Background: an optimization exercise with open tools, aiming at small area, a short achievable clock period and few clock cycles per item. Do not read the settings as production practice.
Only simulation tests tie the RTL to the original design; equivalence was not proved.

==> flow/design.v (excerpt) <==
module sha256_byte_stream_hasher_top (
  input  logic        clk_i,
  input  logic        rst_ni,
  input  logic        s_axis_tvalid,
  output logic        s_axis_tready,
  input  logic [7:0]  s_axis_tdata,    
  input  logic        s_axis_tuser,    
  output logic        m_axis_tvalid,
  input  logic        m_axis_tready,
  output logic [31:0] m_axis_tdata,    
  output logic [2:0]  m_axis_tuser,    
  output logic        m_axis_tlast     
);
Size in the first run: roughly 9800 cells after synthesis, ~1800 flip-flops, about 51 I/O pins.
Settings: LEC_CHECK=0, ABC_CLOCK_PERIOD_IN_PS=4000, CAP_MARGIN=20, CORE_MARGIN=2, CORE_UTILIZATION=50, SETUP_SLACK_MARGIN=5, SLEW_MARGIN=20; clock period 12.0 ns.
run.sh (not shown) runs the stock make flow with config.mk's settings and CLKGATE_MAP_FILE= SYNTH_SCRIPT=/design/flow/synth_recipe.tcl, a recipe that flattens the netlist after the stock synthesis.
The first run completed without violations.
Testbench counts at the start, summed over its fixed seeds: cycles 72,300, bytes 62,794.
Change:
--- a/flow/design.v
+++ b/flow/design.v
@@ -24,35 +24,35 @@
   input  logic       s_axis_tuser,    
   output logic       q_valid_o,
   output sha256_pkg::item_t      q_item_o,
   input  logic       q_ready_i
 );
   logic [8:0]  entry0_q, entry1_q;
   logic        wr_ptr_q, rd_ptr_q;
   logic [1:0]  cnt_q, cnt_d;
-  logic        rdy_q;
+  logic        full_q;
   logic        push, pop;
-  assign s_axis_tready = rdy_q;
-  assign push          = s_axis_tvalid & rdy_q;
+  assign s_axis_tready = ~full_q;
+  assign push          = s_axis_tvalid & ~full_q;
   assign q_valid_o     = (cnt_q != 2'd0);
   assign pop           = q_valid_o & q_ready_i;
   assign q_item_o      = rd_ptr_q ? entry1_q : entry0_q;
   assign cnt_d         = cnt_q + {1'b0, push} - {1'b0, pop};
   always_ff @(posedge clk_i or negedge rst_ni) begin
     if (!rst_ni) begin
       wr_ptr_q <= 1'b0;
       rd_ptr_q <= 1'b0;
       cnt_q    <= 2'd0;
-      rdy_q    <= 1'b1;
+      full_q   <= 1'b0;
     end else begin
       if (push) wr_ptr_q <= ~wr_ptr_q;
       if (pop)  rd_ptr_q <= ~rd_ptr_q;
       cnt_q  <= cnt_d;
-      rdy_q  <= (cnt_d != 2'd2);
+      full_q <= (cnt_d == 2'd2);
     end
   end
   always_ff @(posedge clk_i) begin
     if (push && !wr_ptr_q) entry0_q <= {s_axis_tuser, s_axis_tdata};
     if (push &&  wr_ptr_q) entry1_q <= {s_axis_tuser, s_axis_tdata};
   end
 endmodule
 `timescale 1ns / 1ps
@@ -158,29 +158,29 @@
       6'd63: round_k = 32'hc67178f2;
     endcase
   endfunction
   function automatic logic [31:0] iv(input int i);
     iv = sha256_pkg::SHA_IV[32*i +: 32];
   endfunction
   logic [31:0] a1_q, a2_q, a3_q;
   logic [31:0] e0_q, e1_q, e2_q, e3_q;
-  logic [31:0] t1_q, hkw_q, dhkw_q, kwa_q, kwd_q, k_q;
+  logic [31:0] t1_q, hkw_q, dhkw_q, kw_q;
   logic [15:0][31:0] w_q;
   logic [7:0][31:0]  chain_q;
   logic [5:0]  rnd_q, kidx_q, kidx_d;
   logic        run_q, fin_q, pre_q, pre_d;
   logic        hfirst_q, hlast_q;
   logic        obusy_q, ovalid_q, took_q, olast_q;
   logic [2:0]  oidx_q;
   logic        stall, take, ld_iv, last_rnd;
   logic [31:0] h0, h1, h2, h3, h4, h5, h6, h7;
   logic [31:0] s1, ch, esum, tsum, asum, sched;
   logic [31:0] sum1, sum2, sum3;
-  logic [31:0] wsel, xh, xd, ha, hd;
+  logic [31:0] wsel, xh, hh, xd1, xd2;
   always_comb begin
     h0 = hfirst_q ? iv(0) : chain_q[0];
     h1 = hfirst_q ? iv(1) : chain_q[1];
     h2 = hfirst_q ? iv(2) : chain_q[2];
     h3 = hfirst_q ? iv(3) : chain_q[3];
     h4 = hfirst_q ? iv(4) : chain_q[4];
     h5 = hfirst_q ? iv(5) : chain_q[5];
     h6 = hfirst_q ? iv(6) : chain_q[6];
@@ -197,30 +197,26 @@
   assign tsum  = hkw_q + s1 + ch;
   assign asum  = t1_q + big0(a1_q) + major(a1_q, a2_q, a3_q);
   assign sched = small1(w_q[14]) + w_q[9] + small0(w_q[1]) + w_q[0];
   assign sum1  = a1_q + h1;
   assign sum2  = a2_q + h2;
   assign sum3  = a3_q + h3;
   always_comb begin
     wsel = (run_q && rnd_q != 6'd63) ? w_q[2] : (kidx_q[0] ? blk_i[1] : blk_i[0]);
-    ha   = 32'h0;
-    hd   = 32'h0;
-    if (run_q && rnd_q == 6'd61) begin
-      ha = h0;
-      hd = h4;
-    end else if (!kidx_q[0] && (last_rnd || !run_q)) begin
-      hd = blk_first_i ? iv(3) : (last_rnd ? h3 : 32'h0);
-    end
     if (run_q) begin
-      xh = e2_q;
-      xd = a2_q;
+      xh  = e2_q;
+      hh  = (rnd_q == 6'd62) ? h0 : 32'h0;
+      xd1 = a2_q;
+      xd2 = (rnd_q == 6'd62) ? h4 : 32'h0;
     end else begin
-      xh = blk_first_i ? iv(7) : e3_q;
-      xd = blk_first_i ? 32'h0 : a3_q;
+      xh  = blk_first_i ? iv(7) : e3_q;
+      hh  = 32'h0;
+      xd1 = blk_first_i ? iv(3) : a3_q;
+      xd2 = (fin_q && !blk_first_i) ? h3 : 32'h0;
     end
   end
   always_comb begin
     pre_d = pre_q;
     if (last_rnd) pre_d = blk_rdy_i;
     else if (!run_q && !fin_q && blk_rdy_i) pre_d = 1'b1;
     if (take) pre_d = 1'b0;
     if (take) kidx_d = 6'd2;
@@ -276,23 +272,19 @@
     end
     if (fin_q && !stall && hlast_q) begin
       oidx_q  <= 3'd0;
       olast_q <= 1'b0;
     end else if (took_q) begin
       oidx_q  <= oidx_q + 3'd1;
       olast_q <= (oidx_q == 3'd6);
     end
-    k_q <= round_k(kidx_d);
-    if (!stall) begin
-      kwa_q <= k_q + wsel + ha;
-      kwd_q <= k_q + wsel + hd;
-    end
-    hkw_q  <= xh + kwa_q;
-    dhkw_q <= xd + xh + kwd_q;
+    if (!stall) kw_q <= round_k(kidx_q) + wsel;
+    hkw_q  <= xh + kw_q + hh;
+    dhkw_q <= xd1 + xd2 + xh + kw_q;
     for (int i = 0; i < 15; i++) w_q[i] <= take ? blk_i[i] : w_q[i+1];
     w_q[15] <= take ? blk_i[15] : sched;
     if (run_q) begin
       t1_q <= tsum;
       e0_q <= esum;
       if (rnd_q == 6'd63) begin
         e1_q <= e0_q + h5;
         e2_q <= e1_q + h6;
Die area goes down by 2.0%.
Cell area goes down by about 2.5%.
Fmax goes up by about 1.8%.
Routed wire length goes down by about 3.7%.
Non-clock buffer count goes down by 24.
Synthesized cell count goes down by 1.3%.
Sequential share of layout area goes down by 0.35 points.
Register-to-register slack gets better by 120 ps.
Cell count goes down by about 2.3%.
Testbench counts after the change, summed over its fixed seeds: cycles 72,300, bytes 62,794.

==> static timing again, ports no longer ideal <==
How much do the figures lean on ideal ports? The routed layouts below were timed once more, with nothing changed but the port constraints.
Step 1: set_driving_cell puts a clkbuf_16 on clk_i and a buf_2 on each other input, an assumption about the parent block.
Step 2 adds t to the input delays and takes it off the output delays; t is the mean of the earliest and latest rising clock arrival at the registers after step 1. Input paths then give back, and output paths get back, about the clock's delay inside the block.
a / b / c = ideal ports / drivers / drivers and shift; a / b = the first two.
| run | shift t [ns] | setup WS [ns] | worst setup path at the end | slew at the worst register clock pin (ns) |
|---|---|---|---|---|
| the first run | 0.932 | 5.319 / 5.319 / 5.319 | register to register | 0.07 / 0.07 |
| the second run | 0.934 | 5.437 / 5.437 / 5.437 | register to register | 0.07 / 0.07 |
After both steps every run listed still meets setup and hold.
